From an optimization exercise on the open Yosys and OpenROAD flow, aimed at small area and a short achievable clock period; shortcuts taken in it are not production practice.
In this exercise RTL edits were held to simulation tests only and were not proved equivalent to the original.
Power is estimated from default activity; no workload was simulated.

[flow/design.v]
`default_nettype none
package mipsPkg;
  localparam int DataMemWords    = 256;
  localparam int DataMemAddrBits = $clog2(DataMemWords);
endpackage
`default_nettype wire
`default_nettype none
module controlDecoder (
  input  wire         Clk,
  input  wire         Reset,
  input  wire         InstrValid,
  input  wire [31:0]  Instr,
  input  wire [31:0]  RsValue,
  input  wire [31:0]  RtValue,
  input  wire [31:0]  PcPlus4,
  output logic [31:0] OperandA,
  output logic [31:0] OperandB,
  output logic [31:0] PcResult,    
  output logic [4:0]  Shamt,
  output logic [9:0]  MemAddr,
  output logic [15:0] HiSel,
  output logic [15:0] LoSel,
  output logic        OpAdd,
  output logic        OpAnd,
  output logic        OpOr,
  output logic        OpXor,
  output logic        OpSlt,
  output logic        OpSltu,
  output logic        OpShift,
  output logic        SubMode,
  output logic        ShiftRev,
  output logic        BranchTaken,
  output logic        RegWrite,
  output logic [4:0]  WriteReg,
  output logic [3:0]  LaneWe,
  output logic        Load,
  output logic [1:0]  LoadSize,
  output logic        LoadUnsigned
);
  logic [5:0] op;
  logic [5:0] fn;
  assign op = Instr[31:26];
  assign fn = Instr[5:0];
  logic isR, rAddu, rSubu, rAnd, rOr, rXor, rSlt, rSltu, rSll, rSrl, rAny;
  logic iAddiu, iSlti, iAndi, iOri, iLui, iAny;
  logic isLoad, isStore, isBeq, isBne, isJal;
  always_comb begin
    isR    = op == 6'h00;
    rAddu  = isR && fn == 6'h21;
    rSubu  = isR && fn == 6'h23;
    rAnd   = isR && fn == 6'h24;
    rOr    = isR && fn == 6'h25;
    rXor   = isR && fn == 6'h26;
    rSlt   = isR && fn == 6'h2a;
    rSltu  = isR && fn == 6'h2b;
    rSll   = isR && fn == 6'h00;
    rSrl   = isR && fn == 6'h02;
    rAny   = rAddu | rSubu | rAnd | rOr | rXor | rSlt | rSltu | rSll | rSrl;
    iAddiu = op == 6'h09;
    iSlti  = op == 6'h0a;
    iAndi  = op == 6'h0c;
    iOri   = op == 6'h0d;
    iLui   = op == 6'h0f;
    iAny   = iAddiu | iSlti | iAndi | iOri | iLui;
    isLoad = op == 6'h20 || op == 6'h21 || op == 6'h23 || op == 6'h24 || op == 6'h25;
    isStore = op == 6'h28 || op == 6'h29 || op == 6'h2b;
    isBeq  = op == 6'h04;
    isBne  = op == 6'h05;
    isJal  = op == 6'h03;
  end
  logic [31:0] sextImm;
  logic [31:0] storeRep;
  logic [31:0] rtRev;
  logic [31:0] bNext;
  logic [4:0]  shamtNext;
  logic [4:0]  destNext;
  logic [9:0]  addrNext;
  logic [3:0]  laneNext;
  logic [31:0] aNext;
  assign sextImm = {{16{Instr[15]}}, Instr[15:0]};
  always_comb begin
    if (Instr[27])      storeRep = RtValue;
    else if (Instr[26]) storeRep = {2{RtValue[15:0]}};
    else                storeRep = {4{RtValue[7:0]}};
  end
  always_comb begin
    for (int i = 0; i < 32; i++) rtRev[i] = RtValue[31-i];
  end
  always_comb begin
    if (isJal)                  bNext = 32'd4;
    else if (iAddiu || iSlti)   bNext = sextImm;
    else if (iAndi || iOri || iLui) bNext = {16'd0, Instr[15:0]};
    else if (isStore)           bNext = storeRep;
    else if (rSrl)              bNext = rtRev;
    else                        bNext = RtValue;
  end
  always_comb begin
    if (iLui)                 shamtNext = 5'd16;
    else if (rSll || rSrl)    shamtNext = Instr[10:6];
    else                      shamtNext = 5'd0;
  end
  always_comb begin
    if (isR)        destNext = Instr[15:11];
    else if (isJal) destNext = 5'd31;
    else            destNext = Instr[20:16];
  end
  assign addrNext = RsValue[9:0] + Instr[9:0];
  always_comb begin
    if (Instr[27])      laneNext = 4'b1111;
    else if (Instr[26]) laneNext = addrNext[1] ? 4'b1100 : 4'b0011;
    else                laneNext = 4'b0001 << addrNext[1:0];
  end
  assign aNext = isJal ? PcPlus4 : RsValue;
  always_ff @(posedge Clk) begin
    OperandA     <= aNext;
    OperandB     <= bNext;
    PcResult     <= PcPlus4 + {sextImm[29:0], 2'b00};
    Shamt        <= shamtNext;
    MemAddr      <= addrNext;
    for (int i = 0; i < 16; i++) begin
      HiSel[i] <= addrNext[9:6] == i[3:0];
      LoSel[i] <= addrNext[5:2] == i[3:0];
    end
    OpAdd        <= rAddu | rSubu | iAddiu | isJal;
    OpAnd        <= rAnd | iAndi;
    OpOr         <= rOr | iOri;
    OpXor        <= rXor;
    OpSlt        <= rSlt | iSlti;
    OpSltu       <= rSltu;
    OpShift      <= rSll | rSrl | iLui | isStore;
    SubMode      <= rSubu | rSlt | rSltu | iSlti;
    ShiftRev     <= rSrl;
    WriteReg     <= destNext;
    Load         <= isLoad;
    LoadSize     <= Instr[27:26];
    LoadUnsigned <= Instr[28];
  end
  always_ff @(posedge Clk or posedge Reset) begin
    if (Reset) begin
      BranchTaken <= 1'b0;
      RegWrite <= 1'b0;
      LaneWe   <= 4'b0;
    end else begin
      BranchTaken <= InstrValid && (isBeq && RsValue == RtValue || isBne && RsValue != RtValue);
      RegWrite <= InstrValid && (rAny || iAny || isLoad || isJal) && destNext != 5'd0;
      LaneWe   <= (InstrValid && isStore) ? laneNext : 4'b0;
    end
  end
endmodule
`default_nettype wire
`default_nettype none
module aluExecute (
  input  wire         OpAdd,
  input  wire         OpAnd,
  input  wire         OpOr,
  input  wire         OpXor,
  input  wire         OpSlt,
  input  wire         OpSltu,
  input  wire         OpShift,
  input  wire         OpHold,
  input  wire [31:0]  HoldValue,
  input  wire         SubMode,
  input  wire         ShiftRev,
  input  wire [31:0]  OperandA,
  input  wire [31:0]  OperandB,
  input  wire [4:0]   Shamt,
  output logic [31:0] Result
);
  logic [32:0] sum;
  logic        ltS;
  logic        ltU;
  logic [31:0] shl;
  logic [31:0] shOut;
  assign sum = {1'b0, OperandA} + {1'b0, OperandB ^ {32{SubMode}}} + {32'd0, SubMode};
  assign ltU = !sum[32];
  assign ltS = (OperandA[31] != OperandB[31]) ? OperandA[31] : sum[31];
  assign shl = OperandB << Shamt;
  always_comb begin
    for (int i = 0; i < 32; i++) shOut[i] = ShiftRev ? shl[31-i] : shl[i];
  end
  always_comb begin
    Result = ({32{OpAdd}}   & sum[31:0])
           | ({32{OpAnd}}   & (OperandA & OperandB))
           | ({32{OpOr}}    & (OperandA | OperandB))
           | ({32{OpXor}}   & (OperandA ^ OperandB))
           | ({32{OpSlt}}   & {31'd0, ltS})
           | ({32{OpSltu}}  & {31'd0, ltU})
           | ({32{OpShift}} & shOut)
           | ({32{OpHold}}  & HoldValue);
  end
endmodule
`default_nettype wire
`default_nettype none
module exMemReg (
  input  wire         Clk,
  input  wire         Reset,
  input  wire [31:0]  ResultIn,
  input  wire [31:0]  TargetIn,
  input  wire         BranchTakenIn,
  input  wire [9:0]   MemAddrIn,
  input  wire [15:0]  HiSelIn,
  input  wire [15:0]  LoSelIn,
  input  wire [31:0]  ReadRawIn,
  input  wire [3:0]   LaneWeIn,
  input  wire         RegWriteIn,
  input  wire [4:0]   WriteRegIn,
  input  wire         LoadIn,
  input  wire [1:0]   LoadSizeIn,
  input  wire         LoadUnsignedIn,
  output logic [31:0] ResultOut,
  output logic [31:0] TargetOut,
  output logic        BranchTakenOut,
  output logic [15:0] WriteHiNOut,
  output logic [63:0] WriteLoLaneNOut,
  output logic [31:0] ReadRawOut,
  output logic [3:0]  ForwardOut,
  output logic        RegWriteOut,
  output logic [4:0]  WriteRegOut,
  output logic [13:0] LoadSelOut
);
  logic [1:0]  off;
  logic        isB, isH, isW, sgn;
  logic [13:0] loadSel;
  logic [3:0]  forward;
  logic [63:0] loLane;
  logic        hiMatch;
  always_comb begin
    for (int j = 0; j < 16; j++)
      for (int l = 0; l < 4; l++) loLane[4*j+l] = LoSelIn[j] && LaneWeIn[l];
  end
  assign hiMatch = |(HiSelIn & ~WriteHiNOut);
  always_comb begin
    for (int l = 0; l < 4; l++) begin
      forward[l] = 1'b0;
      for (int j = 0; j < 16; j++) forward[l] = forward[l] | (LoSelIn[j] && !WriteLoLaneNOut[4*j+l]);
      forward[l] = forward[l] && hiMatch;
    end
  end
  assign off = MemAddrIn[1:0];
  assign isB = LoadIn && LoadSizeIn == 2'b00;
  assign isH = LoadIn && LoadSizeIn == 2'b01;
  assign isW = LoadIn && LoadSizeIn[1];
  assign sgn = !LoadUnsignedIn;
  assign loadSel = {
    !LoadIn,                                          
    isB && off == 2'd3 || isH && off == 2'd2,         
    isB && off == 2'd2,                               
    isB && off == 2'd1 || isH && off == 2'd0,         
    isB && off == 2'd0,                               
    (isB || isH) && sgn,                              
    isB && sgn,                                       
    isW,                                              
    isH && off == 2'd2,                               
    (isH || isW) && off == 2'd0,                      
    isB && off == 2'd3,                               
    (isB || isH) && off == 2'd2,                      
    isB && off == 2'd1,                               
    LoadIn && off == 2'd0                             
  };
  always_ff @(posedge Clk) begin
    ResultOut   <= ResultIn;
    TargetOut   <= TargetIn;
    WriteHiNOut <= ~HiSelIn;
    ReadRawOut  <= ReadRawIn;
    ForwardOut  <= forward;
    WriteRegOut <= WriteRegIn;
    LoadSelOut  <= loadSel;
  end
  always_ff @(posedge Clk or posedge Reset) begin
    if (Reset) begin
      BranchTakenOut <= 1'b0;
      WriteLoLaneNOut <= '1;
      RegWriteOut    <= 1'b0;
    end else begin
      BranchTakenOut <= BranchTakenIn;
      WriteLoLaneNOut <= ~loLane;
      RegWriteOut    <= RegWriteIn;
    end
  end
endmodule
`default_nettype wire
`default_nettype none
module dataMemStage (
  input  wire         Clk,
  input  wire [15:0]  WriteHiN,
  input  wire [63:0]  WriteLoLaneN,
  input  wire [31:0]  StoreData,
  input  wire [15:0]  ReadHiSel,
  input  wire [15:0]  ReadLoSel,
  output logic [31:0] ReadWord
);
  localparam int Words = mipsPkg::DataMemWords;
  logic [Words-1:0][31:0] mem;
  logic [15:0][31:0]      group;
  for (genvar w = 0; w < Words; w++) begin : gWord
    for (genvar l = 0; l < 4; l++) begin : gLane
      always_ff @(posedge Clk) begin
        if (!(WriteHiN[w/16] || WriteLoLaneN[4*(w%16)+l])) mem[w][8*l +: 8] <= StoreData[8*l +: 8];
      end
    end
  end
  always_comb begin
    for (int h = 0; h < 16; h++) begin
      group[h] = '0;
      for (int j = 0; j < 16; j++) group[h] = group[h] | (mem[16*h+j] & {32{ReadLoSel[j]}});
    end
    ReadWord = '0;
    for (int h = 0; h < 16; h++) ReadWord = ReadWord | (group[h] & {32{ReadHiSel[h]}});
  end
endmodule
`default_nettype wire
`default_nettype none
module memWbResult (
  input  wire         Clk,
  input  wire         Reset,
  input  wire         RegWrite,
  input  wire [4:0]   WriteReg,
  input  wire [13:0]  LoadSel,
  input  wire [31:0]  Result,
  input  wire [31:0]  ReadRaw,
  input  wire [3:0]   Forward,
  output logic        WbRegWrite,
  output logic [4:0]  WbWriteReg,
  output logic [31:0] WbData
);
  logic        sign;
  logic [31:0] ReadWord;
  always_comb begin
    for (int l = 0; l < 4; l++)
      ReadWord[8*l +: 8] = Forward[l] ? Result[8*l +: 8] : ReadRaw[8*l +: 8];
  end
  logic [31:0] dataNext;
  assign sign = (LoadSel[9] & ReadWord[7]) | (LoadSel[10] & ReadWord[15])
              | (LoadSel[11] & ReadWord[23]) | (LoadSel[12] & ReadWord[31]);
  always_comb begin
    dataNext[7:0]   = ({8{LoadSel[13]}} & Result[7:0])
                    | ({8{LoadSel[0]}}  & ReadWord[7:0])
                    | ({8{LoadSel[1]}}  & ReadWord[15:8])
                    | ({8{LoadSel[2]}}  & ReadWord[23:16])
                    | ({8{LoadSel[3]}}  & ReadWord[31:24]);
    dataNext[15:8]  = ({8{LoadSel[13]}} & Result[15:8])
                    | ({8{LoadSel[4]}}  & ReadWord[15:8])
                    | ({8{LoadSel[5]}}  & ReadWord[31:24])
                    | {8{LoadSel[7] & sign}};
    dataNext[31:16] = ({16{LoadSel[13]}} & Result[31:16])
                    | ({16{LoadSel[6]}}  & ReadWord[31:16])
                    | {16{LoadSel[8] & sign}};
  end
  always_ff @(posedge Clk) begin
    WbWriteReg <= WriteReg;
    WbData     <= dataNext;
  end
  always_ff @(posedge Clk or posedge Reset) begin
    if (Reset) WbRegWrite <= 1'b0;
    else       WbRegWrite <= RegWrite;
  end
endmodule
`default_nettype wire
`default_nettype none
module mipsExMemPath (
  input  wire         Clk,
  input  wire         Reset,
  input  wire         InstrValid,
  input  wire [31:0]  Instr,
  input  wire [31:0]  RsValue,
  input  wire [31:0]  RtValue,
  input  wire [31:0]  PcPlus4,
  output logic        BranchTaken,
  output logic [31:0] BranchTarget,
  output logic        WbRegWrite,
  output logic [4:0]  WbWriteReg,
  output logic [31:0] WbData
);
  logic [31:0] exA, exB, exPc;
  logic [4:0]  exShamt;
  logic [9:0]  exAddr;
  logic [15:0] exHiSel, exLoSel;
  logic        exOpAdd, exOpAnd, exOpOr, exOpXor, exOpSlt, exOpSltu, exOpShift;
  logic        exSub, exShiftRev;
  logic        exTaken, exRegWrite, exLoad, exLoadUnsigned;
  logic [4:0]  exWriteReg;
  logic [3:0]  exLaneWe;
  logic [1:0]  exLoadSize;
  logic [31:0] exResult;
  logic [31:0] exReadWord;
  logic [31:0] memResult;
  logic [15:0] memWriteHiN;
  logic [63:0] memWriteLoLaneN;
  logic [31:0] memReadRaw;
  logic [3:0]  memForward;
  logic        memRegWrite;
  logic [4:0]  memWriteReg;
  logic [13:0] memLoadSel;
  controlDecoder decode (
    .Clk(Clk), .Reset(Reset), .InstrValid(InstrValid), .Instr(Instr),
    .RsValue(RsValue), .RtValue(RtValue), .PcPlus4(PcPlus4),
    .OperandA(exA), .OperandB(exB), .PcResult(exPc), .Shamt(exShamt), .MemAddr(exAddr),
    .HiSel(exHiSel), .LoSel(exLoSel),
    .OpAdd(exOpAdd), .OpAnd(exOpAnd), .OpOr(exOpOr), .OpXor(exOpXor), .OpSlt(exOpSlt),
    .OpSltu(exOpSltu), .OpShift(exOpShift), .SubMode(exSub),
    .ShiftRev(exShiftRev), .BranchTaken(exTaken),
    .RegWrite(exRegWrite), .WriteReg(exWriteReg), .LaneWe(exLaneWe), .Load(exLoad),
    .LoadSize(exLoadSize), .LoadUnsigned(exLoadUnsigned)
  );
  aluExecute execute (
    .OpAdd(exOpAdd), .OpAnd(exOpAnd), .OpOr(exOpOr), .OpXor(exOpXor), .OpSlt(exOpSlt),
    .OpSltu(exOpSltu), .OpShift(exOpShift), .OpHold(exLoad),
    .HoldValue(memResult), .SubMode(exSub),
    .ShiftRev(exShiftRev),
    .OperandA(exA), .OperandB(exB), .Shamt(exShamt),
    .Result(exResult)
  );
  exMemReg exMem (
    .Clk(Clk), .Reset(Reset),
    .ResultIn(exResult), .TargetIn(exPc), .BranchTakenIn(exTaken), .MemAddrIn(exAddr),
    .HiSelIn(exHiSel), .LoSelIn(exLoSel),
    .ReadRawIn(exReadWord), .LaneWeIn(exLaneWe), .RegWriteIn(exRegWrite),
    .WriteRegIn(exWriteReg), .LoadIn(exLoad),
    .LoadSizeIn(exLoadSize), .LoadUnsignedIn(exLoadUnsigned),
    .ResultOut(memResult), .TargetOut(BranchTarget), .BranchTakenOut(BranchTaken),
    .WriteHiNOut(memWriteHiN), .WriteLoLaneNOut(memWriteLoLaneN), .ReadRawOut(memReadRaw), .ForwardOut(memForward),
    .RegWriteOut(memRegWrite), .WriteRegOut(memWriteReg),
    .LoadSelOut(memLoadSel)
  );
  dataMemStage dataMem (
    .Clk(Clk), .WriteHiN(memWriteHiN), .WriteLoLaneN(memWriteLoLaneN), .StoreData(memResult),
    .ReadHiSel(exHiSel), .ReadLoSel(exLoSel), .ReadWord(exReadWord)
  );
  memWbResult memWb (
    .Clk(Clk), .Reset(Reset), .RegWrite(memRegWrite), .WriteReg(memWriteReg),
    .LoadSel(memLoadSel), .Result(memResult), .ReadRaw(memReadRaw), .Forward(memForward),
    .WbRegWrite(WbRegWrite), .WbWriteReg(WbWriteReg), .WbData(WbData)
  );
endmodule
`default_nettype wire
[flow/run.sh]
#!/bin/bash
# synth_recipe.tcl (not shown) runs the flow's synth.tcl, then flattens the netlist and writes it again
# the make line also repeats each setting of config.mk as NAME=value (left out here)
make -C /OpenROAD-flow-scripts/flow DESIGN_CONFIG=/design/flow/config.mk WORK_HOME=/design/flow/orfs CLKGATE_MAP_FILE= SYNTH_SCRIPT=/design/flow/synth_recipe.tcl finish
[flow/config.mk]
export PLATFORM = sky130hd
export DESIGN_NAME = mipsExMemPath
export DESIGN_NICKNAME = mipsExMemPath
export VERILOG_FILES = /design/flow/design.v
export SDC_FILE = /design/flow/constraint.sdc
export NUM_CORES = 4
export LEC_CHECK = 0
export CAP_MARGIN = 20
export CORE_MARGIN = 2
export CORE_UTILIZATION = 35
export CTS_CLUSTER_DIAMETER = 90
export CTS_CLUSTER_SIZE = 26
export PLACE_DENSITY = 0.45
export SETUP_SLACK_MARGIN = 3.5
export SLEW_MARGIN = 20
export SYNTH_MEMORY_MAX_BITS = 16384
[flow/constraint.sdc]
create_clock -name core_clock -period 7.0 [get_ports {Clk}]
set_input_delay 1.4000 -clock core_clock [delete_from_list [all_inputs] [get_ports {Clk}]]
set_output_delay 1.4000 -clock core_clock [all_outputs]
set_load 0.01 [all_outputs]
==> notes.md <==
cells in the mapped netlist (all sizes together) (11+ instances only):
master	instances
edfxtp	8192
a22oi	1474
a221oi	1429
a22o	1366
nor2	1163
clkbuf	901
nand4	559
buf	409
nand2	401
o21ai	339
dfxtp	325
nand3	301
ha	133
inv	127
a21oi	103
xor2	91
dfstp	64
mux2	45
o211ai	43
o22ai	43
xnor2	40
mux2i	35
a221o	34
a21o	33
mux4	33
nor3	27
nand2b	21
nor4	19
a222oi	16
o22a	16
o221ai	15
a211oi	14
nor2b	14
a31oi	13
and3	12
o21a	11
critical path: cells and delay by family, from the launching register on:
kind | cells | cell delay [ns]
AO/OA/AOI/OAI | 3 | 1.25
AND/OR/NAND/NOR | 2 | 0.61
flip-flops | 1 | 0.52
buffers and inverters | 3 | 0.91
repair_timing:
item / CTS / global route
resized for setup: 156 / 39
pin swaps: 12 / 10
setup endpoints to repair: 72 / 42
gates cloned: 0 / 1
setup buffers: 26 / 9
cell families after synthesis:
kind of cell	count (synthesis)	share of synthesized area, %
AO/OA/AOI/OAI	5007	12.7
XOR/XNOR	131	0.363
adder cells (fa/ha/maj)	136	0.545
buffers and inverters	1439	1.74
flip-flops	8590	80.4
multiplexers	113	0.512
AND/OR/NAND/NOR	2562	3.73
power by group:
group          internal, W  leakage, nW  switching [W]
sequential          0.0565         94.2       0.000898
clock               0.0118         6.14         0.0172
combinational      0.00173         21.2        0.00620
total               0.0700          122         0.0243
cell type report:
type	count	area, sq um
Fill cell	82500	553000
Sequential cell	8590	255000
Multi-Input combinational cell	7949	57200
Tap cell	11900	14900
Clock buffer	512	10800
Timing Repair Buffer	861	8500
Clock inverter	169	1890
Inverter	129	490
Antenna cell	189	473
worst min-delay path by stage:
stage | to | cells after the start
after floorplan | exMem.TargetOut[0] | 0
after global placement | exMem.TargetOut[13] | 0
after detailed placement | exMem.WriteRegOut[1] | 0
after CTS | exMem.TargetOut[2] | 0
after global routing | exMem.TargetOut[17] | 0
final | exMem.TargetOut[17] | 0
stage by stage:
stage	area [sq um]	util, %	hold slack [ns]
after floorplan	317000	-	0.310
after global placement	334000	37.1	0.310
after detailed placement	335000	37.1	0.312
after CTS	348000	38.6	0.332
after global routing	349000	38.7	0.336
final	349000	38.7	0.317
state kept, by name, summed over array words and instances, names as in the netlist, 32 cells and up:
signal / flops
dataMem.mem: 8192
decode.OperandA: 32
decode.OperandB: 32
decode.PcResult: 32
exMem.ReadRawOut: 32
exMem.ResultOut: 32
exMem.TargetOut: 32
exMem.WriteLoLaneNOut: 64
memWb.WbData: 32
metal layers:
metal	track usage [%]	up-vias
met3	2.84	1140
met5	0	-
met4	5.91	14
met1	35.8	100000
li1	-	74500
met2	38.9	7661
==> notes.md <==
* Status: finished clean
* Register bit total from synthesis at 8590
* Clk Latency, worst-skew pair at 1.12 ns
* Die Y at 955 um
* Total CTS buffers at 407
* Clock buffer depth at 4
* WL met2 at 535000 um
* Core outline area at 902000 sq um
* Worst setup margin at 3.41 ns
* Finished Layout Cells at 30300
* Post-Synthesis Cells at 18000
* Seq/Total Area, Yosys at 80.4%
* CP endpoint: exMem.ReadRawOut[25]
* Vias/cell at 6.04
* Ports at 202
* Layout cells sized above 1 at 9.35%
* Gr usage total at 24.3%
* WL final at 1150000 um
* Placed Cells incl. Taps at 29400
* CP Cell Sequence: buf_12, buf_6, buf_4, a22o_1, a221oi_1, nand4_1, a22oi_1, nand4_1
* First-pass GRT wire length at 1560000 um
* Reg-to-reg startpoint: decode.LoSel[8]
* Overflow after GRT at 0
* Setup crit start kind: flop
* HP Start: decode.PcResult[17]
* Core Rows at 349
* Initial Utilization at 35.1%
* Hold-fix buffers at CTS at 0
* Most common cell after layout, fill and taps aside: edfxtp_1
* Synth Cell Area at 316000 sq um
* FMAX at 279 MHz
* Most used cell, CP: nand4_1
* Crit-path slowest cell: a22oi_1
* Top FF cell, synth: edfxtp_1
* Root Driver: clkbuf_16
* Syn avg cell area at 17.6 sq um
* PD cells at 270 nW/um^2
* Setup_tns at 0 ns
* Number of synthesized flops with an enable pin at 8192
* Worst hold path type: reg -> reg
* Synth top area cells: edfxtp_1 78%, a221oi_1 4.0%, a22o_1 3.8%, a22oi_1 3.5%, dfxtp_1 2.1%
* Max-cap violation count at 0
* Port-buffer cells at 196
* First-pass DRT Iterations at 9
* Starting DRT DRC Count at 23500
* Setup CP Type: reg -> reg
* WP data required at 7.98 ns
* RSZ-0062 raised after global routing: true
* Crit end category: flop
* CP arrival at 4.56 ns
* CTS tree: built
* Most frequent cells in the layout: 8192 x edfxtp_1, 1464 x a22oi_1, 1401 x a221oi_1, 1366 x a22o_1, 1056 x nor2_1
* Yosys top cell area share at 77.7%
* Period utilisation layout at 51.2%
* DP HPWL at 695000 um
* M1 WL at 505000 um
* CTS Sinks at 8590
* Critical Path Source: decode.LoSel[8]
* Largest area contributor in the netlist: edfxtp_1
* Wirelength per Cell at 38.1 um
* Worst r2r path cells at 8
* Critical path's largest stage delay at 0.69 ns
* Reg2reg setup slack at 3.41 ns
* Largest net degree at the start of global routing at 209
* Rel. slew slack at 17.3%
* Worst r2r dst: exMem.ReadRawOut[25]
* Final RePlAce weighted congestion at 0.846
* Fin. max-slew vios at 0
* Maximum VDD drop at 0.000216 V
* Final min period at 3.59 ns
* Post-synth cell types at 88
* Vias in the first global route at 174000
* Total chip power at 0.0943 W
* Top routing layer used: met5
* Crit-path max FO at 43
* H-tree depth at 5
* Die ar. at 912000 sq um
* Post-DRT Antenna Nets at 0
* Area grow syn2layout at 10.3%
* FFs w/ async S/R, synth at 0.850%
* Vias at 183000
* Metal3 WL at 80200 um
* Fin. Hold Viols at 0
* Worst slew pin tran at 1.24 ns
* Final Net Count at 18200
* Post-route DRC violation count at 0
* Die width at 955 um
* Initial antenna violation count at 95
* Setup-failing EPs final at 0
* Clk slew on worst S/H paths at 0.10 ns
* LEAKAGE at 122 nW
* Warnings from Yosys at 5
* Post-Route Skew at 0.0602 ns
* Pre-CTS WS at 2.09 ns
* Post-Syn Nets at 18200

what the ideal ports hide:
In the flow no input, the clock included, has a driving cell. The finished layout below was timed again as built, in two steps.
Step 1 (the two cells are an assumption about what drives the block):
set clk [get_ports {Clk}]
set_driving_cell -lib_cell sky130_fd_sc_hd__clkbuf_16 $clk
set_driving_cell -lib_cell sky130_fd_sc_hd__buf_2 [delete_from_list [all_inputs] $clk]
Step 2 adds t to the input delays and takes it off the output delays; t is the mean of the earliest and latest rising clock arrival at the registers after step 1. Input paths then give back, and output paths get back, about the clock's delay inside the block.
Slacks: ideal ports / drivers / drivers and shift; pairs: ideal ports / drivers.
shift t [ns]: 1.262
setup WS [ns]: 3.415 / 3.415 / 2.368
worst data-port slew with drivers (ns): 0.13
After both steps this run still meets setup and hold. For this run, drivers alone change the setup slack by 0.000 ns; drivers and shift together by -1.047 ns.
